This is an optimization exercise on Yosys and OpenROAD, whose aim is small area, not a production implementation. At most, simulation tests tie the RTL to the original design; equivalence was not proved. Only the layout flow was run in runs 2 to 4; the RTL was not checked for function there. No activity file was given, so power comes from the tool's default toggle rates.

### design/flow/flow/run.sh
#!/bin/bash
# Own layout flow: the standard synthesis, then an area re-mapping of its
# combinational logic (flip-flops untouched), then the standard layout steps with
# small port buffers and a clock tree of small clusters without dummy loads.
set -euo pipefail
W=$PWD
R=$W/orfs/results/$FLOW_PLATFORM/envelope_bank/base
YOSYS=$(command -v yosys || echo "$FLOW_HOME/../tools/install/yosys/bin/yosys")

bash standard.sh synth > $W/log_1_standard_synth.log 2>&1
cp $R/1_2_yosys.v $W/standard_synth.v

# Re-map with a few ABC seeds in parallel; keep the smallest result.
DONT_USE=$(sed -n '/^export DONT_USE_CELLS/,/^$/p' $FLOW_HOME/platforms/$FLOW_PLATFORM/config.mk | grep -o 'sky130_fd_sc_hd__[a-z0-9_]*' | tr '\n' ' ')
run_remap() {
  local s=$1
  sed "s/@SEED@/$s/" $W/flow/remap_$(( s % 2 )).abc.in > $W/remap_$s.abc
  REMAP_LIB=$FLOW_HOME/platforms/$FLOW_PLATFORM/lib/sky130_fd_sc_hd__tt_025C_1v80.lib \
  REMAP_IN=$W/standard_synth.v REMAP_OUT=$W/remapped_$s.v REMAP_TOP=$FLOW_TOP \
  REMAP_ABC=$W/remap_$s.abc REMAP_DONT_USE="$DONT_USE" \
    $YOSYS -c $W/flow/remap.tcl > $W/log_2_remap_$s.log 2>&1 || return 0
  REMAP_LIB=$FLOW_HOME/platforms/$FLOW_PLATFORM/lib/sky130_fd_sc_hd__tt_025C_1v80.lib \
  REMAP_TOP=$FLOW_TOP EQ_GOLD=$W/standard_synth.v EQ_GATE=$W/remapped_$s.v \
    $YOSYS -c $W/flow/eqcheck.tcl > $W/log_2_eqcheck_$s.log 2>&1 && touch $W/remapped_$s.ok || true
}
for s in 1 2 3 4; do run_remap $s & done
wait
for s in 5 6 7 8; do run_remap $s & done
wait
best=$(for s in 1 2 3 4 5 6 7 8; do
  [[ -f $W/remapped_$s.ok ]] || continue
  a=$(grep "Chip area" $W/remapped_$s.v.stat 2>/dev/null | awk '{print $NF}')
  [[ -n "$a" ]] && echo "$a $s"
done | sort -g | head -1 | awk '{print $2}')
if [[ -n "$best" ]]; then
  echo "picked seed $best" > $W/log_2_remap_pick.log
  cp $W/remapped_$best.v $R/1_2_yosys.v
  rm -f $R/1_synth.odb $R/1_synth.sdc
else
  echo "no re-mapped netlist passed; keeping the standard synthesis" > $W/log_2_remap_pick.log
fi

bash standard.sh \
  "BUFFER_PORTS_ARGS=-buffer_cell sky130_fd_sc_hd__buf_1" \
  "CTS_ARGS=-sink_clustering_enable -repair_clock_nets -dont_use_dummy_load -buf_list sky130_fd_sc_hd__clkbuf_8 -sink_clustering_size 15 -sink_clustering_max_diameter 80" \
  finish > $W/log_3_layout.log 2>&1
### design/flow/flow/eqcheck.tcl
# Combinational equivalence of a re-mapped netlist against the standard synthesis:
# the flip-flops (black boxes, same instance names) are the cut points.
yosys -import
set lib $::env(REMAP_LIB)
read_liberty -overwrite -ignore_miss_func $lib
foreach m [split [exec sh -c "grep -o 'cell (\"sky130_fd_sc_hd__\[a-z0-9_\]*' $lib | sed 's/cell (\"//' | grep -E '__(df|sdf|edf|sedf|dl|conb|tap|fill|decap|diode)'"] "\n"] {
  blackbox $m
}
read_verilog $::env(EQ_GOLD)
yosys rename $::env(REMAP_TOP) gold
read_verilog $::env(EQ_GATE)
yosys rename $::env(REMAP_TOP) gate
hierarchy -check
flatten gold gate
delete t:\$scopeinfo
opt_clean
yosys rename -hide w:* i:* o:* %u %d
equiv_make gold gate equiv
hierarchy -top equiv
equiv_simple

equiv_status -assert
### design/flow/flow/remap.tcl
# Re-map the combinational logic of the standard synthesis netlist for area.
# Every flip-flop instance of the standard synthesis is kept as it is (same names,
# same cells); only the gates between them are re-optimised and re-mapped.
yosys -import
set lib $::env(REMAP_LIB)
read_liberty -overwrite -ignore_miss_func -setattr liberty_cell $lib
# sequential, tie and physical cells stay black boxes
foreach m [split [exec sh -c "grep -o 'cell (\"sky130_fd_sc_hd__\[a-z0-9_\]*' $lib | sed 's/cell (\"//' | grep -E '__(df|sdf|edf|sedf|dl|conb|tap|fill|decap|diode)'"] "\n"] {
  blackbox $m
}
read_verilog $::env(REMAP_IN)
hierarchy -top $::env(REMAP_TOP)
flatten
# only ports keep their names; this keeps output ports from becoming aliases (assigns)
yosys rename -hide w:* i:* o:* %u %d
delete t:\$scopeinfo
opt_clean -purge
opt -full
set dont {}
foreach c $::env(REMAP_DONT_USE) {
  lappend dont -dont_use $c
}
abc -script $::env(REMAP_ABC) -liberty $lib {*}$dont
read_liberty -lib -ignore_redef $lib
opt_clean -purge
hilomap -singleton -hicell sky130_fd_sc_hd__conb_1 HI -locell sky130_fd_sc_hd__conb_1 LO
splitnets
opt_clean -purge
hierarchy -top $::env(REMAP_TOP)
check -assert
tee -o $::env(REMAP_OUT).stat stat -liberty $lib
write_verilog -noattr -noexpr -nohex -nodec $::env(REMAP_OUT)
### design/flow/flow/remap_0.abc.in
strash
&get -n
&deepsyn -T 30 -S @SEED@
&put
&get -n
&dch -f
&nf -R 1000
&put
### design/flow/flow/remap_1.abc.in
strash
&get -n
&deepsyn -T 30 -S @SEED@
&put
&get -n
&dch -f
&nf -p -F 10 -A 10 -C 32 -R 1000
&put
### design/flow/standard.sh
#!/bin/bash
# synth_recipe.tcl (not shown) runs the flow's synth.tcl, then flattens the netlist and writes it again
# the make line also repeats each setting of config.mk as NAME=value (left out here)
make -C /OpenROAD-flow-scripts/flow DESIGN_CONFIG=/design/flow/config.mk WORK_HOME=/design/flow/orfs CLKGATE_MAP_FILE= SYNTH_SCRIPT=/design/flow/synth_recipe.tcl "${@:-finish}"
### design/flow/config.mk
export PLATFORM = sky130hd
export DESIGN_NAME = envelope_bank
export DESIGN_NICKNAME = envelope_bank
export VERILOG_FILES = /design/flow/design.v
export SDC_FILE = /design/flow/constraint.sdc
export NUM_CORES = 4
export LEC_CHECK = 0
export CAP_MARGIN = 20
export CORE_MARGIN = 2
export CORE_UTILIZATION = 55
export SLEW_MARGIN = 20
### design/flow/constraint.sdc
create_clock -name core_clock -period 20.0 [get_ports {clock_50_000_000}]
set_input_delay 4.0000 -clock core_clock [delete_from_list [all_inputs] [get_ports {clock_50_000_000}]]
set_output_delay 4.0000 -clock core_clock [all_outputs]
set_load 0.01 [all_outputs]
### design/flow/design.v
module envelope_bank #(
  parameter int VOICES     = 8,
  parameter int OUT_WIDTH  = 16,
  parameter int FRAC_WIDTH = 8,
  parameter int TICK_DIV   = 1042,
  parameter int LEGATO     = 1,
  localparam int ACC_WIDTH = OUT_WIDTH + FRAC_WIDTH
) (
  input  logic                          clock_50_000_000,
  input  logic                          reset_l,
  input  logic [VOICES-1:0]             note_on,
  input  logic [VOICES-1:0]             note_off,
  input  logic [ACC_WIDTH-1:0]          attack_rate,
  input  logic [ACC_WIDTH-1:0]          decay_rate,
  input  logic [ACC_WIDTH-1:0]          release_rate,
  input  logic [OUT_WIDTH-1:0]          sustain_level,
  output logic [VOICES*OUT_WIDTH-1:0]   envelope,
  output logic [VOICES-1:0]             envelope_end,
  output logic [VOICES-1:0]             active
);
  localparam int CNT_W = 11;
  localparam logic [CNT_W-1:0] CNT_WRAP  = CNT_W'((1 << CNT_W) - TICK_DIV);
  localparam logic [CNT_W-1:0] SW_BASE   = CNT_W'((1 << CNT_W) - 16);
  localparam logic [CNT_W-1:0] CNT_RESET = CNT_W'((1 << CNT_W) - 16 - TICK_DIV);
  localparam logic [2:0] ST_IDLE    = 3'b000;
  localparam logic [2:0] ST_ATTACK  = 3'b001;
  localparam logic [2:0] ST_DECAY   = 3'b011;
  localparam logic [2:0] ST_SUSTAIN = 3'b111;
  localparam logic [2:0] ST_RELEASE = 3'b101;
  localparam logic [ACC_WIDTH-1:0] ACC_ONES = '1;
  logic [2:0]           state_q [8];
  logic [OUT_WIDTH-1:0] acc_q   [8];
  logic [CNT_W-1:0]     cnt_q;
  logic                 end_q;
  wire sweep = (cnt_q[CNT_W-1:3] == SW_BASE[CNT_W-1:3]);
  wire [2:0] idx = cnt_q[2:0];
  logic [CNT_W-1:0] cnt_t;
  assign cnt_t[0] = 1'b1;
  for (genvar i = 1; i < CNT_W; i++) begin : g_inc
    assign cnt_t[i] = cnt_t[i-1] & cnt_q[i-1];
  end
  always_ff @(posedge clock_50_000_000 or negedge reset_l) begin
    if (!reset_l) cnt_q <= CNT_RESET;
    else if (&cnt_q) cnt_q <= CNT_WRAP;
    else cnt_q <= cnt_q ^ cnt_t;
  end
  logic [2:0]           s;
  logic [ACC_WIDTH-1:0] a;
  assign s = state_q[idx];
  logic [OUT_WIDTH-1:0]  ai;
  logic [FRAC_WIDTH-1:0] frac_q [8];    
  assign ai = acc_q[idx];
  assign a  = {ai, frac_q[7]};
  wire is_att = s[0] & !s[1] & !s[2];
  wire is_dec = s[1] & !s[2];
  wire is_rel = s[2] & !s[1];
  wire is_sus = s[2] & s[1];
  logic [ACC_WIDTH-1:0] r;
  always_comb begin
    if (is_att)      r = attack_rate;
    else if (is_dec) r = decay_rate;
    else             r = release_rate;
  end
  wire rz = (r == '0);
  wire sub = !is_att;
  wire [ACC_WIDTH-1:0] b = sub ? ~r : r;
  wire [ACC_WIDTH-1:0] p = a ^ b;
  logic [ACC_WIDTH:0]  cy;
  logic [ACC_WIDTH:0]  sum;
  assign cy[0] = sub;
  for (genvar i = 0; i < ACC_WIDTH; i++) begin : g_add
    assign sum[i]   = p[i] ^ cy[i];
    assign cy[i+1]  = (a[i] & b[i]) | (p[i] & cy[i]);
  end
  assign sum[ACC_WIDTH] = cy[ACC_WIDTH];
  wire cout = cy[ACC_WIDTH];
  wire eq = &p;
  wire [ACC_WIDTH-1:0] sus_floor = {sustain_level, {FRAC_WIDTH{1'b0}}};
  logic [ACC_WIDTH:0] le;
  assign le[FRAC_WIDTH] = ~|sum[FRAC_WIDTH-1:0];
  for (genvar i = FRAC_WIDTH; i < ACC_WIDTH; i++) begin : g_cmp
    assign le[i+1] = (~sum[i] & sus_floor[i]) | (~(sum[i] ^ sus_floor[i]) & le[i]);
  end
  wire below = le[ACC_WIDTH];
  wire att_done = rz | cout | eq;
  wire dec_done = rz | !cout | below;
  wire rel_done = rz | !cout | eq;
  wire is_ri    = !s[1] & (s[2] | !s[0]);
  wire done     = is_att ? att_done : is_dec ? dec_done : is_sus ? 1'b1 : rel_done;
  wire sel_sum  = !done;
  wire sel_ones = is_att & att_done;
  wire sel_sf   = (is_dec & dec_done) | is_sus;
  logic [2:0]           ns;
  logic [ACC_WIDTH-1:0] na;
  assign na = ({ACC_WIDTH{sel_sum}} & sum[ACC_WIDTH-1:0]) | ({ACC_WIDTH{sel_sf}} & sus_floor) |
              {ACC_WIDTH{sel_ones}};
  always_comb begin
    ns = s;
    if (is_att & att_done)      ns = ST_DECAY;
    else if (is_dec & dec_done) ns = ST_SUSTAIN;
    else if (is_ri & rel_done)  ns = ST_IDLE;
  end
  wire end_set = is_rel & rel_done;
  logic [7:0] we;
  for (genvar v = 0; v < 8; v++) begin : g_voice
    wire on_v  = note_on[v];
    wire [2:0] sv = state_q[v];
    wire off_v = note_off[v] & (sv[0] & (sv[1] | !sv[2]));
    assign we[v] = sweep & (idx == 3'(v)) & !on_v & !off_v;
    always_ff @(posedge clock_50_000_000 or negedge reset_l) begin
      if (!reset_l) begin
        state_q[v] <= ST_IDLE;
        acc_q[v]   <= '0;
      end else begin
        if (on_v)       state_q[v] <= ST_ATTACK;
        else if (off_v) state_q[v] <= ST_RELEASE;
        else if (we[v]) state_q[v] <= ns;
        if (we[v]) acc_q[v] <= na[ACC_WIDTH-1:FRAC_WIDTH];
      end
    end
    assign envelope[v*OUT_WIDTH +: OUT_WIDTH] = acc_q[v];
    assign active[v] = state_q[v][0];
    assign envelope_end[v] = end_q & (idx == 3'((v + 1) % 8));
  end
  wire park = (cnt_q[CNT_W-1:6] == 5'b11111) & (cnt_q[5:0] < 6'd42);
  wire ring_clr = (cnt_q < CNT_WRAP);
  always_ff @(posedge clock_50_000_000) begin
    for (int j = 1; j < 7; j++) frac_q[j] <= frac_q[j-1];
    if (!park) frac_q[7] <= frac_q[6];
    if (ring_clr)   frac_q[0] <= '0;
    else if (park)  frac_q[0] <= frac_q[6];
    else if (|we)   frac_q[0] <= na[FRAC_WIDTH-1:0];
    else            frac_q[0] <= frac_q[7];
  end
  always_ff @(posedge clock_50_000_000 or negedge reset_l) begin
    if (!reset_l) end_q <= 1'b0;
    else end_q <= (|we) & end_set;
  end
endmodule
==> results of run 1 <==
-- area by class of cell --
cell class              instances  area, um^2
inverters                      18       67.56
well taps                     229       286.5
diodes                          1       2.502
flip-flops and latches        228        5475
fillers                      1527        6172
multi-input cells             668        4491
repair buffers                277        1146
clock buffers                  19       261.5
-- layout by cell type, fill, tap and decap left out, types with 4 or more instances in the layout --
cell	instances
a221oi_1	13
dfrtp_1	156
nor2b_1	6
clkbuf_8	19
and2_0	10
o21ai_0	36
edfxtp_1	8
nor2_1	62
a22oi_1	29
dfstp_2	8
maj3_1	25
nand2b_1	14
nor4_1	16
a222oi_1	31
dfxtp_1	56
nand4_1	9
nand3_1	19
and3_1	9
o221ai_1	7
buf_4	27
xor2_1	23
nand2_1	83
clkinv_1	18
o22a_1	128
buf_1	248
a21oi_1	53
nor3_1	18
a21o_1	4
xnor2_1	21
nor3_2	10
a31oi_1	13
-- flip-flops by register name, summed over array words and instances (netlist names) --
name,flops
state_q,24
frac_q,64
end_q,1
acc_q,128
cnt_q,11
-- per-layer routing --
layer / share of wire (%) / wire length, um
met5: 0 / 0
met4: 3.7 / 1416
met3: 13 / 4891
met2: 45 / 16930
met1: 39 / 14790
-- metrics by stage --
stage	cell area [um^2]	hold WS [ns]	cells	util, %	setup WS, ns
after CTS	11720	0.3294	1437	65.44	5.639
after floorplan	9973	0.3096	914	-	5.885
after global routing	11730	0.3359	1439	65.51	4.930
after global placement	11450	0.3099	1418	63.98	5.305
final	11730	0.3263	1440	65.52	5.541
after detailed placement	11450	0.3121	1418	63.98	5.112
-- power groups by stage --
stage               combinational [mW]  clock [mW]  sequential, mW
floorplan                        0.104           0           0.515
detailed placement               0.180           0           0.510
finish                           0.183       0.230           0.502
CTS                              0.180       0.231           0.501
global placement                 0.178           0           0.510
global route                     0.197       0.249           0.504
-- path summary, 6_finish.rpt --
check                               end  depth (start not counted)
min                        frac_q[4][4]                          0
max                        acc_q[0][14]                         39
max reg2reg                acc_q[0][14]                         41
min in group asynchronous  acc_q[1][12]                          1
max in group asynchronous   acc_q[7][0]                          2
min reg2reg                frac_q[4][4]                          0
==> flow_summary.json, run 1 <==
{
  "fmax_mhz": 69.16,
  "clockRootBuffer": "clkbuf_8",
  "finalWeightedCongestion": 1.032,
  "peakVddDrop_uv": 69.66,
  "swShare_pct": 30.32,
  "grt_pass1_wl_mm": 56.56,
  "dp_hpwl_mm": 26.46,
  "power_uw": 914.6,
  "worstMarginPinSlew_ns": 1.088,
  "clockPowerShare_pct": 25.1,
  "status": "no timing/DRC/antenna violations",
  "antenna_found_initial": 0,
  "cts_setup_buffers": 0,
  "first_iter_violations": 1148,
  "routed_wl_mm": 38.02,
  "cts_buffer_depth": 3,
  "numCtsBuffers": 19,
  "core_area_mm2": 0.01790,
  "cp_max_fo": 18,
  "grt_overflow_total": 0,
  "cp_slowest_cell": "o21ai_0",
  "insertion_delay_ns": 0.54,
  "drc": 0,
  "routedWlPerCell_um": 26.40,
  "power_density_mw_per_mm2": 77.98,
  "pin_count": 250,
  "p_int_uw": 637.3,
  "seqPwrFrac_pct": 54.9,
  "grt_usage_pct": 38.62,
  "grt_max_degree": 74,
  "placement_rows": 49,
  "hold_class": "reg2reg",
  "cp_num_buf_inv": 2,
  "grt.busiest_layer": "met2",
  "die_x_um": 138.7,
  "p_leak_nw": 4.459,
  "yosysWarnings": 4,
  "via_count": 9691,
  "fin_nets": 1318,
  "worst_slew_margin_rel_pct": 26.71,
  "grt_pass1_vias": 9261,
  "maxCapViolCount": 0,
  "startpoint_type": "primary input",
  "critical_path.startpoint": "decay_rate[0]",
  "cts_tree": "built",
  "critical-path-top-delay-family": "adder cells",
  "use_met1_pct": 54.48,
  "cts_resized": 0,
  "crit_type": "in2reg",
  "worst_ep_required_time_ns": 20.45,
  "worstHoldStart": "frac_q[3][4]",
  "cts_sinks": 228,
  "dieArea_mm2": 0.01923,
  "reg2reg_slack_ns": 6.19,
  "use_met3_pct": 9.565,
  "p_switching_uw": 277.4,
  "ant_nets": 0,
  "vias_per_cell": 6.730,
  "critPathArrivalTime_ns": 14.91,
  "fin_setup_tns_ns": 0,
  "syn_area_mm2": 0.009973,
  "critPathCaptureType": "flop",
  "slew_viol_final": 0,
  "crit_top_cell": "maj3_1",
  "dr.pass1.iters": 9,
  "hold_violations": 0,
  "io_buffers": 249,
  "setup_viol": 0,
  "gr-usage-met2_pct": 59.20,
  "synthCells": 914,
  "start_util_pct": 55.71,
  "syn_nets": 1020,
  "pwr-share-comb_pct": 20.0,
  "syn_area_per_cell_um2": 10.91,
  "htreeDepth": 1,
  "area_growth_pct": 17.61,
  "critPathMaxStageDelay_ns": 0.89,
  "fin_crit_ns": 14.46,
  "min_period_over_period_pct": 72.30,
  "finalClockSkew_ns": 0.05267,
  "rsz0062_at_grt": "no",
  "drive_gt1_share_pct": 5.702,
  "die_h_um": 138.7,
  "clkTransAtPathRegs_ns": 0.10,
  "r2r-start": "cnt_q[2]",
  "ctsHoldBuffers": 0
}
==> inputs of run 2 (changes only) <==
--- a/design/flow/design.v
+++ b/design/flow/design.v
@@ -29,2 +29,3 @@
   localparam logic [2:0] ST_RELEASE = 3'b101;
+  localparam logic [2:0] ST_ENDED   = 3'b100;   
   localparam logic [ACC_WIDTH-1:0] ACC_ONES = '1;
@@ -33,3 +34,2 @@
   logic [CNT_W-1:0]     cnt_q;
-  logic                 end_q;
   wire sweep = (cnt_q[CNT_W-1:3] == SW_BASE[CNT_W-1:3]);
@@ -55,3 +55,3 @@
   wire is_dec = s[1] & !s[2];
-  wire is_rel = s[2] & !s[1];
+  wire is_rel = s[2] & !s[1] & s[0];
   wire is_sus = s[2] & s[1];
@@ -100,5 +100,5 @@
     else if (is_dec & dec_done) ns = ST_SUSTAIN;
+    else if (is_rel & rel_done) ns = ST_ENDED;
     else if (is_ri & rel_done)  ns = ST_IDLE;
   end
-  wire end_set = is_rel & rel_done;
   logic [7:0] we;
@@ -122,3 +122,3 @@
     assign active[v] = state_q[v][0];
-    assign envelope_end[v] = end_q & (idx == 3'((v + 1) % 8));
+    assign envelope_end[v] = state_q[v][2] & !state_q[v][0] & (cnt_q == SW_BASE + CNT_W'(v + 1));
   end
@@ -134,6 +134,2 @@
   end
-  always_ff @(posedge clock_50_000_000 or negedge reset_l) begin
-    if (!reset_l) end_q <= 1'b0;
-    else end_q <= (|we) & end_set;
-  end
 endmodule
==> flow_summary.json, run 2 <==
{
  "finalClockSkew_ns": 0.07219,
  "htreeDepth": 1,
  "drive_gt1_share_pct": 5.839,
  "finalWeightedCongestion": 1.007,
  "fin_ws_ns": 6.776,
  "critPathCaptureType": "flop",
  "ant_nets": 0,
  "routedWlPerCell_um": 23.40,
  "setup_viol": 0,
  "first_iter_violations": 1134,
  "cts_sinks": 227,
  "cts_buffer_depth": 3,
  "rsz0062_at_grt": "no",
  "layout_commonest_cell": "buf_1",
  "pwr-share-comb_pct": 20.5,
  "grt_pass1_wl_mm": 55.06,
  "worstMarginPinSlew_ns": 1.178,
  "crit_top_cell": "maj3_1",
  "die_h_um": 139.3,
  "io_buffers": 249,
  "dp_hpwl_mm": 26.77,
  "worst_ep_required_time_ns": 20.41,
  "p_switching_uw": 285.6,
  "fin_setup_tns_ns": 0,
  "clkTransAtPathRegs_ns": 0.10,
  "cts_setup_buffers": 0,
  "hold_violations": 0,
  "cts_resized": 0,
  "startpoint_type": "primary input",
  "syn_area_mm2": 0.01007,
  "grt_max_degree": 84,
  "largest_reg_flops": 128,
  "fin_area_mm2": 0.01189,
  "numCtsBuffers": 19,
  "crit_type": "in2reg",
  "fin_nets": 1461,
  "p_leak_nw": 4.647,
  "dieArea_mm2": 0.01940,
  "clockPowerShare_pct": 25.2,
  "clockRootBuffer": "clkbuf_8",
  "via_count": 10223,
  "p_int_uw": 627.5,
  "cts_tree": "built",
  "drc": 0,
  "slew_viol_final": 0,
  "fmax_mhz": 75.62,
  "place_area_mm2": 0.01162,
  "seqPwrFrac_pct": 54.3,
  "insertion_delay_ns": 0.54,
  "fin_crit_ns": 13.22,
  "swShare_pct": 31.28,
  "syn_area_per_cell_um2": 9.606,
  "placement_rows": 49,
  "dr.pass1.iters": 6,
  "min_period_over_period_pct": 66.12,
  "antenna_found_initial": 0,
  "synthCells": 1048,
  "start_util_pct": 56.04,
  "vias_per_cell": 6.458,
  "power_density_mw_per_mm2": 76.76,
  "hold_class": "reg2reg",
  "final_cell_mix": "buf_1 (248), nor2_1 (195), a21oi_1 (180)",
  "cp_slowest_cell": "clkinv_1",
  "routed_wl_mm": 37.04,
  "die_x_um": 139.3,
  "cp_max_fo": 18,
  "n_fill_cell": 1535,
  "grt_usage_pct": 36.77,
  "pin_count": 250,
  "regMostFlops": "acc_q",
  "grt_pass1_vias": 9516,
  "yosysWarnings": 4,
  "status": "no timing/DRC/antenna violations",
  "syn_nets": 1154,
  "ctsHoldBuffers": 0,
  "peakVddDrop_uv": 73.05,
  "area_growth_pct": 18.15,
  "maxCapViolCount": 0,
  "critPathArrivalTime_ns": 13.64,
  "grt_overflow_total": 0,
  "reg_top3": "acc_q (128), frac_q (64), state_q (24)",
  "utilization_pct": 66.21,
  "worst_slew_margin_rel_pct": 21.47,
  "core_area_mm2": 0.01796,
  "place_ws_ns": 6.357,
  "hold_slack_ns": 0.3005,
  "critPathMaxStageDelay_ns": 0.54
}
## run 2: critical path: cells and delay by family
family / cells / cell delay [ns]
XOR/XNOR: 1 / 0.19
adder cells (fa/ha/maj): 13 / 4.59
AND/OR/NAND/NOR: 6 / 0.81
AO/OA/AOI/OAI: 14 / 3.10
buffers and inverters: 4 / 0.91
## run 2: layout make-up
| cell class | instances | area [um^2] | share of cell area, % |
|---|---|---|---|
| sequential | 227 | 5450 | 45.82 |
| multi-input combinational | 795 | 4578 | 38.49 |
| timing repair buffer | 286 | 1217 | 10.24 |
| tap | 229 | 286.5 | 2.409 |
| clock buffer | 19 | 261.5 | 2.199 |
| inverter | 26 | 97.59 | 0.8205 |
| antenna | 1 | 2.502 | 0.02104 |
## run 2: worst paths after layout
| kind | startpoint | cells after the start | slack (ns) | to |
|---|---|---|---|---|
| setup reg to reg | cnt_q[2] | 44 | 7.39 | acc_q[5][2] |
| hold reg to reg | frac_q[0][7] | 0 | 0.30 | frac_q[1][7] |
| min in group asynchronous | reset_l | 1 | 3.43 | state_q[5][0] |
| hold / removal | frac_q[0][7] | 0 | 0.30 | frac_q[1][7] |
| setup / recovery | decay_rate[0] | 38 | 6.78 | acc_q[5][2] |
| max in group asynchronous | reset_l | 2 | 15.43 | acc_q[5][2] |
## run 2: through the flow
stage | power (mW) | cells
CTS | 0.9095 | 1581
finish | 0.9130 | 1583
global placement | 0.6847 | 1562
global route | 0.9481 | 1582
detailed placement | 0.6858 | 1562
floorplan | 0.6123 | 1048
## run 2: power by group through the flow
stage | registers, mW | logic [mW] | clock network (mW)
after floorplan | 0.507 | 0.105 | 0
after global placement | 0.504 | 0.180 | 0
after detailed placement | 0.504 | 0.181 | 0
after CTS | 0.495 | 0.183 | 0.232
after global routing | 0.498 | 0.202 | 0.249
final | 0.496 | 0.187 | 0.230
## run 2: routing by layer
metal,wire (um),vias up,GRT usage [%]
li1,-,4477,-
met1,14390,4904,51.35
met2,16680,728,54.54
met3,4602,114,10.84
met4,1359,0,14.25
met5,0,-,0
==> inputs of run 3 (changes only) <==
--- a/design/flow/config.mk
+++ b/design/flow/config.mk
@@ -9,3 +9,3 @@
 export CORE_MARGIN = 2
-export CORE_UTILIZATION = 55
+export CORE_UTILIZATION = 65
 export SLEW_MARGIN = 20
==> flow_summary.json, run 3 <==
{
  "status": "no timing/DRC/antenna violations",
  "dieArea_mm2": 0.01650,
  "antenna_found_initial": 2,
  "insertion_delay_ns": 0.53,
  "hold_slack_ns": 0.3214,
  "hold_violations": 0,
  "pin_count": 250,
  "routed_wl_mm": 35.10,
  "crit_type": "in2reg",
  "yosysWarnings": 4,
  "crit_top_cell": "maj3_1",
  "reg_top3": "acc_q (128), frac_q (64), state_q (24)",
  "place_area_mm2": 0.01154,
  "core_area_mm2": 0.01515,
  "synthCells": 1048,
  "grt_usage_pct": 41.79,
  "dp_hpwl_mm": 24.89,
  "critPathArrivalTime_ns": 13.53,
  "area_growth_pct": 17.42,
  "startpoint_type": "primary input",
  "start_util_pct": 66.47,
  "setup_viol": 0,
  "vias_per_cell": 6.747,
  "first_iter_violations": 1454,
  "critical-path-top-delay-family": "adder cells",
  "critPathCaptureType": "flop",
  "fin_area_mm2": 0.01182,
  "worstMarginPinSlew_ns": 1.024,
  "grt_pass1_wl_mm": 52.24,
  "slew_viol_final": 0,
  "drive_gt1_share_pct": 5.774,
  "syn_area_mm2": 0.01007,
  "cts_sinks": 227,
  "cts_tree": "built",
  "via_count": 10391,
  "min_period_over_period_pct": 65.68,
  "cp_num_buf_inv": 2,
  "cts_setup_buffers": 0,
  "fin_setup_tns_ns": 0,
  "cp_slowest_cell": "clkinv_1",
  "hold_class": "reg2reg",
  "regMostFlops": "acc_q",
  "finalWeightedCongestion": 0.9877,
  "dr.pass1.iters": 8,
  "ant_nets": 0,
  "p_leak_nw": 4.632,
  "fin_crit_ns": 13.14,
  "die_h_um": 128.5,
  "drc": 0,
  "fin_nets": 1459,
  "placement_rows": 45,
  "cts_buffer_depth": 3,
  "ctsHoldBuffers": 0,
  "io_buffers": 249,
  "grt_pass1_vias": 9609,
  "largest_reg_flops": 128,
  "place_ws_ns": 6.369,
  "critPathMaxStageDelay_ns": 0.50,
  "htreeDepth": 1,
  "die_x_um": 128.5,
  "dp.cells": 1518,
  "clockRootBuffer": "clkbuf_8",
  "worst_ep_required_time_ns": 20.40,
  "syn_nets": 1154,
  "rsz0062_at_grt": "no",
  "wl_met1_mm": 12.85,
  "grt_overflow_total": 0,
  "peakVddDrop_uv": 59.57,
  "power_uw": 906.3,
  "route.met2.wl_mm": 15.67,
  "n_fill_cell": 1098,
  "wl_met3_mm": 4.690,
  "clkTransAtPathRegs_ns": 0.09,
  "layout_commonest_cell": "buf_1",
  "worst_slew_margin_rel_pct": 31.45,
  "routedWlPerCell_um": 22.79,
  "routed.top_layer": "met5",
  "final_cell_mix": "buf_1 (248), nor2_1 (193), a21oi_1 (180)",
  "fmax_mhz": 76.13,
  "final_cells": 1540,
  "maxCapViolCount": 0,
  "cp_max_fo": 18,
  "power_density_mw_per_mm2": 76.67,
  "numCtsBuffers": 19,
  "cts_resized": 0,
  "finalClockSkew_ns": 0.05414,
  "fin_ws_ns": 6.865,
  "syn_area_per_cell_um2": 9.606,
  "utilization_pct": 78.05,
  "grt_max_degree": 66
}
[run 3: layout make-up]
type	count	area, um^2	share of cell area (%)
antenna	1	2.502	0.02117
timing repair buffer	284	1194	10.10
sequential	227	5450	46.11
multi-input combinational	795	4581	38.75
inverter	26	97.59	0.8256
tap	188	235.2	1.990
clock buffer	19	261.5	2.212
[run 3: layer usage]
layer / global-route usage [%] / vias to the layer above
met5: 0 / -
met4: 20.75 / 4
met3: 9.356 / 159
met2: 64.33 / 875
met1: 56.51 / 4880
li1: - / 4473
[run 3: worst paths after layout]
kind	cells past startpoint	to	startpoint	slack (ns)
min	0	frac_q[3][1]	frac_q[2][1]	0.32
max	37	acc_q[3][8]	release_rate[0]	6.86
min reg2reg	0	frac_q[3][1]	frac_q[2][1]	0.32
min in group asynchronous	1	acc_q[7][6]	reset_l	3.51
max in group asynchronous	2	acc_q[5][11]	reset_l	15.20
max reg2reg	48	acc_q[5][12]	cnt_q[2]	7.41
[run 3: report_power, final]
group | switching (mW) | internal (mW) | leakage [nW]
Sequential | 0.0182 | 0.477 | 2.52
Clock | 0.141 | 0.0855 | 0.137
Combinational | 0.120 | 0.0647 | 1.98
==> inputs of run 4 (changes only) <==
--- a/design/flow/config.mk
+++ b/design/flow/config.mk
@@ -7,5 +7,5 @@
 export LEC_CHECK = 0
-export CAP_MARGIN = 20
+export CAP_MARGIN = 0
 export CORE_MARGIN = 2
-export CORE_UTILIZATION = 65
-export SLEW_MARGIN = 20
+export CORE_UTILIZATION = 55
+export SLEW_MARGIN = 0
==> flow_summary.json, run 4 <==
{
  "worst_slew_margin_rel_pct": 16.64,
  "rsz0062_at_grt": "no",
  "clockRootBuffer": "clkbuf_8",
  "cts_tree": "built",
  "core_area_mm2": 0.01796,
  "fin_area_mm2": 0.01189,
  "place_area_mm2": 0.01162,
  "reg_top3": "acc_q (128), frac_q (64), state_q (24)",
  "syn_area_mm2": 0.01007,
  "ctsHoldBuffers": 0,
  "startpoint_type": "primary input",
  "insertion_delay_ns": 0.54,
  "synthCells": 1048,
  "cts_sinks": 227,
  "fin_setup_tns_ns": 0,
  "fin_crit_ns": 13.22,
  "cp_slowest_cell": "clkinv_1",
  "drc": 0,
  "vias_per_cell": 6.464,
  "crit_top_cell": "maj3_1",
  "htreeDepth": 1,
  "worstMarginPinSlew_ns": 1.250,
  "cts_resized": 0,
  "dr.pass1.iters": 6,
  "finalWeightedCongestion": 1.007,
  "numCtsBuffers": 19,
  "routed_wl_mm": 37.04,
  "via_count": 10226,
  "start_util_pct": 56.04,
  "dp.cells": 1562,
  "maxCapViolCount": 0,
  "ant_nets": 0,
  "routedWlPerCell_um": 23.41,
  "p_leak_nw": 4.641,
  "critPathCaptureType": "flop",
  "dieArea_mm2": 0.01940,
  "crit_type": "in2reg",
  "grt_pass1_wl_mm": 55.06,
  "grt_overflow_total": 0,
  "largest_reg_flops": 128,
  "placement_rows": 49,
  "layout_commonest_cell": "buf_1",
  "cts_buffer_depth": 3,
  "worst_ep_required_time_ns": 20.46,
  "final_cells": 1582,
  "area_growth_pct": 18.06,
  "finalClockSkew_ns": 0.07544,
  "cts_setup_buffers": 0,
  "status": "no timing/DRC/antenna violations",
  "slew_viol_final": 0,
  "first_iter_violations": 1066,
  "yosysWarnings": 4,
  "peakVddDrop_uv": 72.62,
  "io_buffers": 249,
  "hold_class": "reg2reg",
  "critPathArrivalTime_ns": 13.68,
  "die_x_um": 139.3,
  "final_cell_mix": "buf_1 (248), nor2_1 (195), a21oi_1 (180)",
  "cp_max_fo": 18,
  "die_h_um": 139.3,
  "power_density_mw_per_mm2": 76.81,
  "drive_gt1_share_pct": 5.769,
  "grt_usage_pct": 36.77,
  "fin_nets": 1460,
  "pin_count": 250,
  "grt_max_degree": 84,
  "syn_nets": 1154,
  "min_period_over_period_pct": 66.11,
  "syn_area_per_cell_um2": 9.606,
  "hold_violations": 0,
  "utilization_pct": 66.16,
  "setup_viol": 0,
  "clkTransAtPathRegs_ns": 0.10,
  "fmax_mhz": 75.64,
  "antenna_found_initial": 0,
  "grt_pass1_vias": 9516,
  "critPathMaxStageDelay_ns": 0.55,
  "regMostFlops": "acc_q",
  "dp_hpwl_mm": 26.77
}
-- run 4: worst paths after layout --
kind,start,end,slack [ns],cells past startpoint
min in group asynchronous,reset_l,state_q[5][2],3.43,1
max reg2reg,cnt_q[2],acc_q[4][8],7.41,44
min reg2reg,frac_q[0][7],frac_q[1][7],0.30,0
min,frac_q[0][7],frac_q[1][7],0.30,0
max,decay_rate[0],acc_q[4][8],6.78,38
max in group asynchronous,reset_l,acc_q[5][2],15.13,2
-- run 4: layer usage --
| layer | GRT usage, % | part of all wire (%) | vias to the layer above |
|---|---|---|---|
| met5 | 0 | 0 | - |
| met4 | 14.25 | 4.0 | 0 |
| met3 | 10.84 | 12 | 125 |
| met2 | 54.54 | 45 | 725 |
| met1 | 51.35 | 39 | 4896 |
| li1 | - | - | 4480 |
-- run 4: area by class of cell --
type                            instances  area (um^2)
Sequential cell                       227         5450
Multi-Input combinational cell        795         4578
Inverter                               26        97.59
Timing Repair Buffer                  285         1209
Clock buffer                           19        261.5
Fill cell                            1535         6078
Antenna cell                            1        2.502
Tap cell                              229        286.5
-- run 4: metrics by stage --
step | total power, mW | setup slack, ns | hold slack (ns)
after global placement | 0.6847 | 6.626 | 0.3097
after CTS | 0.9095 | 6.892 | 0.3003
after detailed placement | 0.6858 | 6.357 | 0.3121
final | 0.9129 | 6.779 | 0.2984
after floorplan | 0.6123 | 7.471 | 0.3096
after global routing | 0.9473 | 6.034 | 0.3254
-- run 4: where the power goes --
part / internal, mW / switching, mW / leakage (nW)
Sequential: 0.477 / 0.0188 / 2.52
Clock: 0.0856 / 0.146 / 0.137
Combinational: 0.0643 / 0.122 / 1.98
Total: 0.627 / 0.286 / 4.64
-- run 4: critical path, delay by kind of cell --
| kind | cells | cell delay, ns |
|---|---|---|
| buffers and inverters | 4 | 0.92 |
| xor gates and xnor gates | 1 | 0.19 |
| AOI/OAI and AO/OA | 14 | 3.15 |
| and+or+nand+nor | 6 | 0.81 |
| adders and majority gates | 13 | 4.58 |
==> inputs of run 5 (changes only) <==
--- a/design/flow/design.v
+++ b/design/flow/design.v
@@ -29,3 +29,2 @@
   localparam logic [2:0] ST_RELEASE = 3'b101;
-  localparam logic [2:0] ST_ENDED   = 3'b100;   
   localparam logic [ACC_WIDTH-1:0] ACC_ONES = '1;
@@ -34,2 +33,3 @@
   logic [CNT_W-1:0]     cnt_q;
+  logic                 end_q;
   wire sweep = (cnt_q[CNT_W-1:3] == SW_BASE[CNT_W-1:3]);
@@ -55,3 +55,3 @@
   wire is_dec = s[1] & !s[2];
-  wire is_rel = s[2] & !s[1] & s[0];
+  wire is_rel = s[2] & !s[1];
   wire is_sus = s[2] & s[1];
@@ -100,5 +100,5 @@
     else if (is_dec & dec_done) ns = ST_SUSTAIN;
-    else if (is_rel & rel_done) ns = ST_ENDED;
     else if (is_ri & rel_done)  ns = ST_IDLE;
   end
+  wire end_set = is_rel & rel_done;
   logic [7:0] we;
@@ -122,3 +122,3 @@
     assign active[v] = state_q[v][0];
-    assign envelope_end[v] = state_q[v][2] & !state_q[v][0] & (cnt_q == SW_BASE + CNT_W'(v + 1));
+    assign envelope_end[v] = end_q & (idx == 3'((v + 1) % 8));
   end
@@ -134,2 +134,6 @@
   end
+  always_ff @(posedge clock_50_000_000 or negedge reset_l) begin
+    if (!reset_l) end_q <= 1'b0;
+    else end_q <= (|we) & end_set;
+  end
 endmodule
--- a/design/flow/flow/run.sh
+++ b/design/flow/flow/run.sh
@@ -25,7 +25,7 @@
 }
-for s in 1 2 3 4; do run_remap $s & done
-wait
-for s in 5 6 7 8; do run_remap $s & done
-wait
-best=$(for s in 1 2 3 4 5 6 7 8; do
+for batch in "1 2 3 4" "5 6 7 8" "9 10 11 12" "13 14 15 16"; do
+  for s in $batch; do run_remap $s & done
+  wait
+done
+best=$(for s in $(seq 1 16); do
   [[ -f $W/remapped_$s.ok ]] || continue
--- a/design/flow/config.mk
+++ b/design/flow/config.mk
@@ -7,5 +7,5 @@
 export LEC_CHECK = 0
-export CAP_MARGIN = 0
+export CAP_MARGIN = 20
 export CORE_MARGIN = 2
-export CORE_UTILIZATION = 55
-export SLEW_MARGIN = 0
+export CORE_UTILIZATION = 75
+export SLEW_MARGIN = 20
==> flow_summary.json, run 5 <==
{
  "first_iter_violations": 2059,
  "min_period_over_period_pct": 69.21,
  "clockRootBuffer": "clkbuf_8",
  "swShare_pct": 32.02,
  "area_growth_pct": 16.93,
  "clkTransAtPathRegs_ns": 0.09,
  "pin_count": 250,
  "core_area_mm2": 0.01272,
  "power_density_mw_per_mm2": 82.50,
  "grt_max_degree": 88,
  "finalClockSkew_ns": 0.06000,
  "die_x_um": 118.8,
  "drc": 0,
  "cp_max_fo": 15,
  "critPathMaxStageDelay_ns": 0.90,
  "startpoint_type": "primary input",
  "cts_tree": "built",
  "htreeDepth": 1,
  "syn_area_per_cell_um2": 11.01,
  "io_buffers": 249,
  "cts_resized": 0,
  "grt_pass1_wl_mm": 58.13,
  "grt_usage_pct": 54.02,
  "slew_viol_final": 0,
  "peakVddDrop_uv": 82.22,
  "ant_nets": 0,
  "n_fill_cell": 546,
  "p_switching_uw": 305.5,
  "worstMarginPinSlew_ns": 1.143,
  "worst_slew_margin_rel_pct": 23.64,
  "p_leak_nw": 4.506,
  "synthCells": 898,
  "start_util_pct": 77.74,
  "via_count": 10490,
  "die_h_um": 118.8,
  "worst_ep_required_time_ns": 20.40,
  "cts_setup_buffers": 0,
  "yosysWarnings": 4,
  "routedWlPerCell_um": 27.90,
  "hold_violations": 0,
  "grt_overflow_total": 0,
  "min_path_cells": 0,
  "reg2reg_depth": 47,
  "syn_nets": 1004,
  "clockPowerShare_pct": 24.2,
  "grt_pass1_vias": 10292,
  "dp_hpwl_mm": 25.56,
  "largest_reg_flops": 128,
  "fin_area_mm2": 0.01156,
  "cp_num_buf_inv": 2,
  "seqPwrFrac_pct": 53.5,
  "cts_sinks": 228,
  "finalWeightedCongestion": 1.043,
  "crit_top_cell": "maj3_1",
  "setup_viol": 0,
  "dr.pass1.iters": 11,
  "critPathArrivalTime_ns": 14.24,
  "fin_crit_ns": 13.84,
  "numCtsBuffers": 19,
  "ctsHoldBuffers": 0,
  "cp_slowest_cell": "a21boi_0",
  "regMostFlops": "acc_q",
  "maxCapViolCount": 0,
  "critical-path-top-delay-family": "adder cells",
  "vias_per_cell": 7.685,
  "layout_commonest_cell": "buf_1",
  "crit_type": "in2reg",
  "status": "no timing/DRC/antenna violations",
  "path_depth": 37,
  "pwr-share-comb_pct": 22.3,
  "hold_class": "reg2reg",
  "cts_buffer_depth": 3,
  "placement_rows": 41,
  "rsz0062_at_grt": "no",
  "p_int_uw": 648.6,
  "dieArea_mm2": 0.01412,
  "drive_gt1_share_pct": 5.537,
  "fin_nets": 1300,
  "syn_area_mm2": 0.009891,
  "fmax_mhz": 72.25,
  "fin_setup_tns_ns": 0,
  "critPathCaptureType": "flop",
  "power_uw": 954.1,
  "routed_wl_mm": 38.09,
  "final_cell_mix": "buf_1 (248), dfrtp_1 (156), o22a_1 (129)",
  "antenna_found_initial": 2,
  "insertion_delay_ns": 0.53,
  "reg_top3": "acc_q (128), frac_q (64), state_q (24)",
  "place_area_mm2": 0.01130
}
[run 5: cell types whose count changed in the layout (fill, tap and decap cells not counted), sizes merged, moves of 10 or more]
cell | previous run | this run
o221ai | 3 | 20
a211oi | 0 | 10
a222oi | 20 | 37
a21oi | 180 | 44
o22ai | 1 | 18
a221oi | 25 | 1
a2bb2oi | 13 | 0
o22a | 0 | 129
clkinv | 26 | 36
nor2 | 195 | 58
[run 5: cell type report]
type	instances	area [um^2]	share of cell area, %
flip-flops and latches	228	5475	47.34
multi-input cells	634	4338	37.51
repair buffers	275	1137	9.834
clock buffers	19	261.5	2.261
well taps	172	215.2	1.861
inverters	36	135.1	1.168
diodes	1	2.502	0.02164
[run 5: metrics by stage]
step | hold slack (ns) | setup slack (ns) | util (%) | instances
after global routing | 0.3328 | 5.621 | 90.88 | 1364
after floorplan | 0.3096 | 6.008 | - | 898
final | 0.3322 | 6.159 | 90.90 | 1365
after global placement | 0.3102 | 6.300 | 88.80 | 1345
after detailed placement | 0.3121 | 5.973 | 88.80 | 1345
after CTS | 0.3323 | 6.350 | 90.85 | 1364
[run 5: power by group through the flow]
stage,clock [mW],combinational [mW],sequential (mW)
floorplan,0,0.121,0.521
global placement,0,0.194,0.515
detailed placement,0,0.202,0.517
CTS,0.225,0.206,0.508
global route,0.242,0.226,0.512
finish,0.230,0.213,0.511
[run 5: routing by layer]
metal | global-route usage (%) | up-vias | wire (um)
li1 | - | 4120 | -
met1 | 64.09 | 4788 | 11330
met2 | 79.67 | 1204 | 16080
met3 | 23.13 | 376 | 6820
met4 | 37.35 | 2 | 3838
met5 | 0 | - | 13
[run 5: worst paths after layout]
path,slack [ns],from,to
worst max-delay path,6.16,decay_rate[0],state_q[5][2]
worst min-delay path,0.33,frac_q[2][3],frac_q[3][3]
worst max register to register,6.18,cnt_q[1],state_q[5][2]
worst min register to register,0.33,frac_q[2][3],frac_q[3][3]
max in group asynchronous,15.03,reset_l,acc_q[7][4]
min in group asynchronous,3.62,reset_l,state_q[3][1]
==> inputs of run 6 (changes only) <==
--- a/design/flow/config.mk
+++ b/design/flow/config.mk
@@ -9,3 +9,3 @@
 export CORE_MARGIN = 2
-export CORE_UTILIZATION = 75
+export CORE_UTILIZATION = 65
 export SLEW_MARGIN = 20
==> flow_summary.json, run 6 <==
{
  "status": "no timing/DRC/antenna violations",
  "syn_area_per_cell_um2": 11.01,
  "cts_sinks": 228,
  "dp_hpwl_mm": 25.24,
  "worst_slew_margin_rel_pct": 28.08,
  "cts_tree": "built",
  "finalWeightedCongestion": 0.9673,
  "critPathArrivalTime_ns": 14.15,
  "via_count": 9828,
  "rsz0062_at_grt": "no",
  "syn_nets": 1004,
  "regMostFlops": "acc_q",
  "setup_viol": 0,
  "worst_ep_required_time_ns": 20.42,
  "insertion_delay_ns": 0.53,
  "gr-usage-met2_pct": 68.67,
  "numCtsBuffers": 19,
  "use_met3_pct": 12.56,
  "slew_viol_final": 0,
  "final_cell_mix": "buf_1 (248), dfrtp_1 (156), o22a_1 (129)",
  "dieArea_mm2": 0.01622,
  "critPathCaptureType": "flop",
  "fmax_mhz": 72.84,
  "final_cells": 1383,
  "antenna_found_initial": 1,
  "power_uw": 949.7,
  "yosysWarnings": 4,
  "drc": 0,
  "largest_reg_flops": 128,
  "critPathMaxStageDelay_ns": 0.74,
  "grt_pass1_wl_mm": 54.05,
  "fin_ws_ns": 6.272,
  "use_met1_pct": 57.87,
  "cts_resized": 0,
  "grt_usage_pct": 44.33,
  "power_density_mw_per_mm2": 81.92,
  "core_area_mm2": 0.01503,
  "drive_gt1_share_pct": 5.700,
  "grt_overflow_total": 0,
  "dr.pass1.iters": 7,
  "die_h_um": 127.4,
  "min_period_over_period_pct": 68.64,
  "io_buffers": 249,
  "finalClockSkew_ns": 0.04627,
  "fin_nets": 1301,
  "grt.busiest_layer": "met2",
  "routedWlPerCell_um": 26.03,
  "htreeDepth": 1,
  "ctsHoldBuffers": 0,
  "place_ws_ns": 5.947,
  "reg_top3": "acc_q (128), frac_q (64), state_q (24)",
  "hold_class": "reg2reg",
  "area_growth_pct": 17.22,
  "seq_area_mm2": 0.005475,
  "fin_crit_ns": 13.73,
  "p_leak_nw": 4.508,
  "cp_slowest_cell": "a21boi_1",
  "synthCells": 898,
  "hold_violations": 0,
  "start_util_pct": 65.79,
  "crit_type": "in2reg",
  "ant_nets": 0,
  "vias_per_cell": 7.106,
  "dp.cells": 1362,
  "clockRootBuffer": "clkbuf_8",
  "n_fill_cell": 1067,
  "syn_area_mm2": 0.009891,
  "peakVddDrop_uv": 74.21,
  "worstMarginPinSlew_ns": 1.076,
  "hold_slack_ns": 0.3282,
  "maxCapViolCount": 0,
  "first_iter_violations": 1338,
  "layout_commonest_cell": "buf_1",
  "clkTransAtPathRegs_ns": 0.10,
  "startpoint_type": "primary input",
  "fin_setup_tns_ns": 0,
  "cp_max_fo": 10,
  "placement_rows": 45,
  "cts_setup_buffers": 0,
  "reg2reg_slack_ns": 6.61,
  "cts_buffer_depth": 3,
  "grt_max_degree": 63,
  "routed_wl_mm": 36.00,
  "die_x_um": 127.4,
  "multi_input_area_mm2": 0.004340,
  "pin_count": 250,
  "grt_pass1_vias": 9514,
  "crit_top_cell": "maj3_1"
}
-- run 6: path summary, 6_finish.rpt --
kind	from	to	depth (start not counted)
setup / recovery	decay_rate[0]	state_q[0][2]	37
hold / removal	frac_q[3][2]	frac_q[4][2]	0
setup reg to reg	cnt_q[1]	state_q[0][2]	48
hold reg to reg	frac_q[3][2]	frac_q[4][2]	0
max in group asynchronous	reset_l	acc_q[7][1]	2
min in group asynchronous	reset_l	state_q[1][0]	1
-- run 6: cell type report --
class,instances,area share (%)
well taps,188,2.029
flip-flops and latches,228,47.23
clock buffers,19,2.256
multi-input cells,634,37.44
repair buffers,276,9.842
diodes,2,0.04317
inverters,36,1.166
-- run 6: metrics by stage --
step	cell area [um^2]	utilization, %
final	11590	77.12
after global routing	11590	77.10
after CTS	11590	77.09
after detailed placement	11330	75.35
after global placement	11330	75.35
after floorplan	9891	-
-- run 6: power by group --
group | switching (mW) | internal (mW)
Sequential | 0.0239 | 0.485
Clock | 0.147 | 0.0857
Combinational | 0.130 | 0.0786
-- run 6: critical path, delay by kind of cell --
kind | cells | cell delay, ns
and+or+nand+nor | 6 | 0.64
adders and majority gates | 16 | 5.89
AOI/OAI and AO/OA | 12 | 3.09
buffers and inverters | 2 | 0.38
xor gates and xnor gates | 1 | 0.14
-- run 6: per-layer routing --
layer	vias to the layer above	share of wire [%]	wire, um
li1	4120	-	-
met2	839	45	16130
met1	4691	35	12590
met5	-	0	0
met3	178	14	5194
met4	0	5.8	2094
==> inputs of run 7 (changes only) <==
--- a/design/flow/flow/run.sh
+++ b/design/flow/flow/run.sh
@@ -44,3 +44,3 @@
   "BUFFER_PORTS_ARGS=-buffer_cell sky130_fd_sc_hd__buf_1" \
-  "CTS_ARGS=-sink_clustering_enable -repair_clock_nets -dont_use_dummy_load -buf_list sky130_fd_sc_hd__clkbuf_8 -sink_clustering_size 15 -sink_clustering_max_diameter 80" \
+  "CTS_ARGS=-sink_clustering_enable -repair_clock_nets -dont_use_dummy_load -buf_list sky130_fd_sc_hd__clkbuf_4 -sink_clustering_size 10 -sink_clustering_max_diameter 40" \
   finish > $W/log_3_layout.log 2>&1
==> flow_summary.json, run 7 <==
{
  "hold_violations": 0,
  "drc": 0,
  "die_x_um": 127.4,
  "place_area_mm2": 0.01133,
  "critPathMaxStageDelay_ns": 0.70,
  "syn_area_mm2": 0.009891,
  "dp_hpwl_mm": 25.24,
  "layout_commonest_cell": "buf_1",
  "cts_buffer_depth": 3,
  "yosysWarnings": 4,
  "drive_gt1_share_pct": 6.871,
  "cp_slowest_cell": "a21boi_1",
  "area_growth_pct": 17.20,
  "grt_pass1_vias": 9598,
  "placement_rows": 45,
  "dieArea_mm2": 0.01622,
  "grt_usage_pct": 44.39,
  "finalWeightedCongestion": 0.9673,
  "vias_per_cell": 7.030,
  "startpoint_type": "primary input",
  "routedWlPerCell_um": 25.56,
  "syn_nets": 1004,
  "dp.cells": 1362,
  "peakVddDrop_uv": 77.89,
  "power_density_mw_per_mm2": 81.52,
  "syn_area_per_cell_um2": 11.01,
  "grt_pass1_wl_mm": 53.81,
  "clkTransAtPathRegs_ns": 0.09,
  "antenna_found_initial": 2,
  "final_cell_mix": "buf_1 (248), dfrtp_1 (156), o22a_1 (129)",
  "critPathCaptureType": "flop",
  "worstMarginPinSlew_ns": 1.101,
  "cts_sinks": 228,
  "grt_overflow_total": 0,
  "pin_count": 250,
  "worst_ep_required_time_ns": 20.51,
  "htreeDepth": 2,
  "grt_max_degree": 63,
  "ant_nets": 0,
  "ctsHoldBuffers": 0,
  "numCtsBuffers": 34,
  "min_period_over_period_pct": 67.56,
  "core_area_mm2": 0.01503,
  "crit_top_cell": "maj3_1",
  "first_iter_violations": 1285,
  "via_count": 9842,
  "rsz0062_at_grt": "no",
  "worst_slew_margin_rel_pct": 26.42,
  "reg_top3": "acc_q (128), frac_q (64), state_q (24)",
  "cts_tree": "built",
  "insertion_delay_ns": 0.65,
  "final_cells": 1400,
  "largest_reg_flops": 128,
  "cp_max_fo": 10,
  "crit_type": "in2reg",
  "start_util_pct": 65.79,
  "cts_resized": 0,
  "maxCapViolCount": 0,
  "fin_crit_ns": 13.51,
  "io_buffers": 249,
  "regMostFlops": "acc_q",
  "synthCells": 898,
  "fmax_mhz": 74.00,
  "fin_setup_tns_ns": 0,
  "fin_nets": 1316,
  "die_h_um": 127.4,
  "dr.pass1.iters": 8,
  "power_uw": 945.0,
  "place_ws_ns": 5.947,
  "setup_viol": 0,
  "fin_ws_ns": 6.487,
  "slew_viol_final": 0,
  "clockRootBuffer": "clkbuf_4",
  "fin_area_mm2": 0.01159,
  "critPathArrivalTime_ns": 14.02,
  "n_fill_cell": 1079,
  "finalClockSkew_ns": 0.07419,
  "routed_wl_mm": 35.78,
  "cts_setup_buffers": 0,
  "hold_class": "reg2reg",
  "p_leak_nw": 4.528,
  "status": "no timing/DRC/antenna violations"
}
## run 7: path summary, 6_finish.rpt
kind	from	end	slack [ns]	depth (start not counted)
hold / removal	frac_q[5][6]	frac_q[6][6]	0.28	0
max in group asynchronous	reset_l	acc_q[4][15]	15.36	2
setup / recovery	decay_rate[0]	state_q[1][2]	6.49	37
min in group asynchronous	reset_l	acc_q[0][7]	3.39	1
hold reg to reg	frac_q[5][6]	frac_q[6][6]	0.28	0
setup reg to reg	cnt_q[1]	state_q[1][2]	6.73	48
## run 7: worst max-delay path, delay by kind of cell
family                     cells  cell delay (ns)
AOI/OAI and AO/OA             12             2.94
xor gates and xnor gates       1             0.13
adders and majority gates     16             5.89
buffers and inverters          2             0.37
and+or+nand+nor                6             0.65
## run 7: cell type report
class | count | area (um^2) | share of cell area [%]
clock buffers | 34 | 255.2 | 2.202
diodes | 4 | 10.01 | 0.08635
repair buffers | 276 | 1141 | 9.843
well taps | 188 | 235.2 | 2.029
inverters | 36 | 135.1 | 1.166
flip-flops and latches | 228 | 5475 | 47.23
multi-input cells | 634 | 4340 | 37.44
## run 7: routing by layer
metal / track usage (%) / part of all wire [%]
met5: 0 / 0
met1: 57.32 / 35
met3: 13.44 / 14
met4: 25.40 / 5.9
met2: 67.19 / 45
## run 7: power by group
part | internal [mW] | switching [mW]
Sequential | 0.485 | 0.0236
Combinational | 0.0786 | 0.129
Clock | 0.0785 | 0.151
## run 7: through the flow
step                      utilization (%)  hold slack [ns]
final                               77.11           0.2754
after global routing                77.08           0.2776
after CTS                           77.05           0.2771
after detailed placement            75.35           0.3121
after global placement              75.35           0.3095
after floorplan                         -           0.3096
==> inputs of run 8 (changes only) <==
--- a/design/flow/flow/run.sh
+++ b/design/flow/flow/run.sh
@@ -42,5 +42,8 @@
 
+# Layout: repair may not use buffers larger than buf_4.
+BIG_BUFS="sky130_fd_sc_hd__buf_6 sky130_fd_sc_hd__buf_8 sky130_fd_sc_hd__buf_12 sky130_fd_sc_hd__buf_16 sky130_fd_sc_hd__bufbuf_8 sky130_fd_sc_hd__bufbuf_16"
 bash standard.sh \
+  "DONT_USE_CELLS=$DONT_USE $BIG_BUFS" \
   "BUFFER_PORTS_ARGS=-buffer_cell sky130_fd_sc_hd__buf_1" \
-  "CTS_ARGS=-sink_clustering_enable -repair_clock_nets -dont_use_dummy_load -buf_list sky130_fd_sc_hd__clkbuf_4 -sink_clustering_size 10 -sink_clustering_max_diameter 40" \
+  "CTS_ARGS=-sink_clustering_enable -repair_clock_nets -dont_use_dummy_load -buf_list sky130_fd_sc_hd__clkbuf_8 -sink_clustering_size 15 -sink_clustering_max_diameter 80" \
   finish > $W/log_3_layout.log 2>&1
--- a/design/flow/config.mk
+++ b/design/flow/config.mk
@@ -10,2 +10,3 @@
 export CORE_UTILIZATION = 65
+export GPL_TIMING_DRIVEN = 0
 export SLEW_MARGIN = 20
==> flow_summary.json, run 8 <==
{
  "status": "no timing/DRC/antenna violations",
  "fin_nets": 1306,
  "die_h_um": 127.4,
  "cts_sinks": 228,
  "slew_viol_final": 0,
  "dr.pass1.iters": 7,
  "ant_nets": 0,
  "fin_ws_ns": 5.098,
  "via_count": 9840,
  "yosysWarnings": 4,
  "maxCapViolCount": 0,
  "critPathArrivalTime_ns": 15.31,
  "routed_wl_mm": 35.32,
  "syn_nets": 1004,
  "hold_class": "reg2reg",
  "antenna_found_initial": 0,
  "insertion_delay_ns": 0.53,
  "place_area_mm2": 0.01135,
  "cts_buffer_depth": 3,
  "grt_usage_pct": 43.10,
  "routedWlPerCell_um": 25.45,
  "first_iter_violations": 1337,
  "fin_setup_tns_ns": 0,
  "min_period_over_period_pct": 74.51,
  "die_x_um": 127.4,
  "ctsHoldBuffers": 0,
  "cp_max_fo": 26,
  "vias_per_cell": 7.089,
  "drive_gt1_share_pct": 6.594,
  "syn_area_per_cell_um2": 11.01,
  "area_growth_pct": 17.46,
  "p_leak_nw": 4.537,
  "place_ws_ns": 5.420,
  "io_buffers": 249,
  "peakVddDrop_uv": 70.45,
  "clockRootBuffer": "clkbuf_8",
  "start_util_pct": 65.79,
  "layout_commonest_cell": "buf_1",
  "power_density_mw_per_mm2": 81.43,
  "grt_pass1_wl_mm": 52.87,
  "cts_setup_buffers": 0,
  "crit_top_cell": "maj3_1",
  "grt_overflow_total": 0,
  "fin_area_mm2": 0.01162,
  "dieArea_mm2": 0.01622,
  "fmax_mhz": 67.11,
  "setup_viol": 0,
  "critPathCaptureType": "flop",
  "cts_tree": "built",
  "worst_slew_margin_rel_pct": 21.69,
  "largest_reg_flops": 128,
  "finalClockSkew_ns": 0.05663,
  "grt_pass1_vias": 9184,
  "placement_rows": 45,
  "dp_hpwl_mm": 25.84,
  "htreeDepth": 1,
  "pin_count": 250,
  "cts_resized": 0,
  "cp_slowest_cell": "and2_1",
  "grt_max_degree": 33,
  "finalWeightedCongestion": 0.9604,
  "critPathMaxStageDelay_ns": 0.97,
  "clkTransAtPathRegs_ns": 0.09,
  "drc": 0,
  "final_cell_mix": "buf_1 (248), dfrtp_1 (156), o22a_1 (129)",
  "reg_top3": "acc_q (128), frac_q (64), state_q (24)",
  "worstMarginPinSlew_ns": 1.175,
  "core_area_mm2": 0.01503,
  "fin_crit_ns": 14.90,
  "startpoint_type": "flop",
  "synthCells": 898,
  "crit_type": "reg2reg",
  "numCtsBuffers": 19,
  "hold_violations": 0,
  "syn_area_mm2": 0.009891,
  "worst_ep_required_time_ns": 20.41,
  "regMostFlops": "acc_q",
  "rsz0062_at_grt": "no"
}
==> run 8: critical path: cells and delay by family (launching register included) <==
kind	cells	cell delay, ns
AND/OR/NAND/NOR	9	3.56
XOR/XNOR	1	0.14
AO/OA/AOI/OAI	16	3.73
adder cells (fa/ha/maj)	16	6.00
flip-flops	1	0.45
buffers and inverters	3	0.86
==> run 8: cell type report <==
class                   count  area (um^2)
diodes                      2        5.005
fillers                  1123         3416
flip-flops and latches    228         5475
well taps                 188        235.2
multi-input cells         634         4374
repair buffers            281         1131
clock buffers              19        261.5
inverters                  36        135.1
==> run 8: metrics by stage <==
stage,hold slack [ns],cells,total power [mW],utilization [%]
floorplan,0.3096,898,0.6421,-
global placement,0.3099,1335,0.7108,73.57
detailed placement,0.3121,1367,0.7180,75.50
CTS,0.3295,1386,0.9401,77.24
global route,0.3337,1386,0.9796,77.25
finish,0.3247,1388,0.9460,77.28
==> run 8: final timing paths <==
check	endpoint	slack (ns)	depth (start not counted)	start
min in group asynchronous	state_q[3][1]	3.37	1	reset_l
worst min register to register	frac_q[3][7]	0.32	0	frac_q[2][7]
worst min-delay path	frac_q[3][7]	0.32	0	frac_q[2][7]
max in group asynchronous	acc_q[1][2]	15.03	4	reset_l
worst max register to register	acc_q[6][6]	5.10	45	cnt_q[0]
worst max-delay path	acc_q[6][6]	5.10	45	cnt_q[0]
==> run 8: power by group <==
| group | switching [mW] | leakage [nW] | internal, mW |
|---|---|---|---|
| clock network | 0.145 | 0.137 | 0.0855 |
| registers | 0.0227 | 2.55 | 0.485 |
| logic | 0.129 | 1.85 | 0.0786 |
==> run 8: layer usage <==
layer	up-vias	global-route usage [%]	share of wire, %
li1	4130	-	-
met1	4726	57.46	36
met2	827	67.13	45
met3	157	12.14	14
met4	0	18.10	5.3
met5	-	0	0

==> afterwards: timing with drivers on the ports <==
No port has a modelled driver above. Below, the same layouts with a new extraction and two added sets of constraints.
Step 1, drivers: a clkbuf_16 drives clock_50_000_000 and a buf_2 each remaining input, both assumed.
Step 2 adds t to the input delays and takes it off the output delays; t is the mean of the earliest and latest rising clock arrival at the registers after step 1. Input paths then give back, and output paths get back, about the clock's delay inside the block.
a / b / c = ideal ports / drivers / drivers and shift; a / b = the first two.
run	shift t [ns]	setup slack, ns	latest minus earliest clock arrival (ns)	pins driven straight from the clock port
run 1	0.559	5.541 / 5.562 / 5.003	0.052 / 0.052	1
run 2	0.542	6.776 / 6.786 / 6.244	0.072 / 0.072	1
run 3	0.546	6.865 / 6.881 / 6.335	0.054 / 0.054	1
run 4	0.541	6.779 / 6.787 / 6.246	0.075 / 0.075	1
run 5	0.542	6.159 / 6.177 / 5.635	0.060 / 0.060	1
run 6	0.549	6.272 / 6.293 / 5.744	0.046 / 0.046	1
run 7	0.656	6.487 / 6.506 / 5.850	0.074 / 0.074	1
run 8	0.545	5.098 / 5.098 / 5.098	0.057 / 0.057	1
After both steps setup and hold are still met in every run listed. For run 7, which loses most, drivers alone change the setup slack by +0.019 ns; drivers and shift together by -0.637 ns.
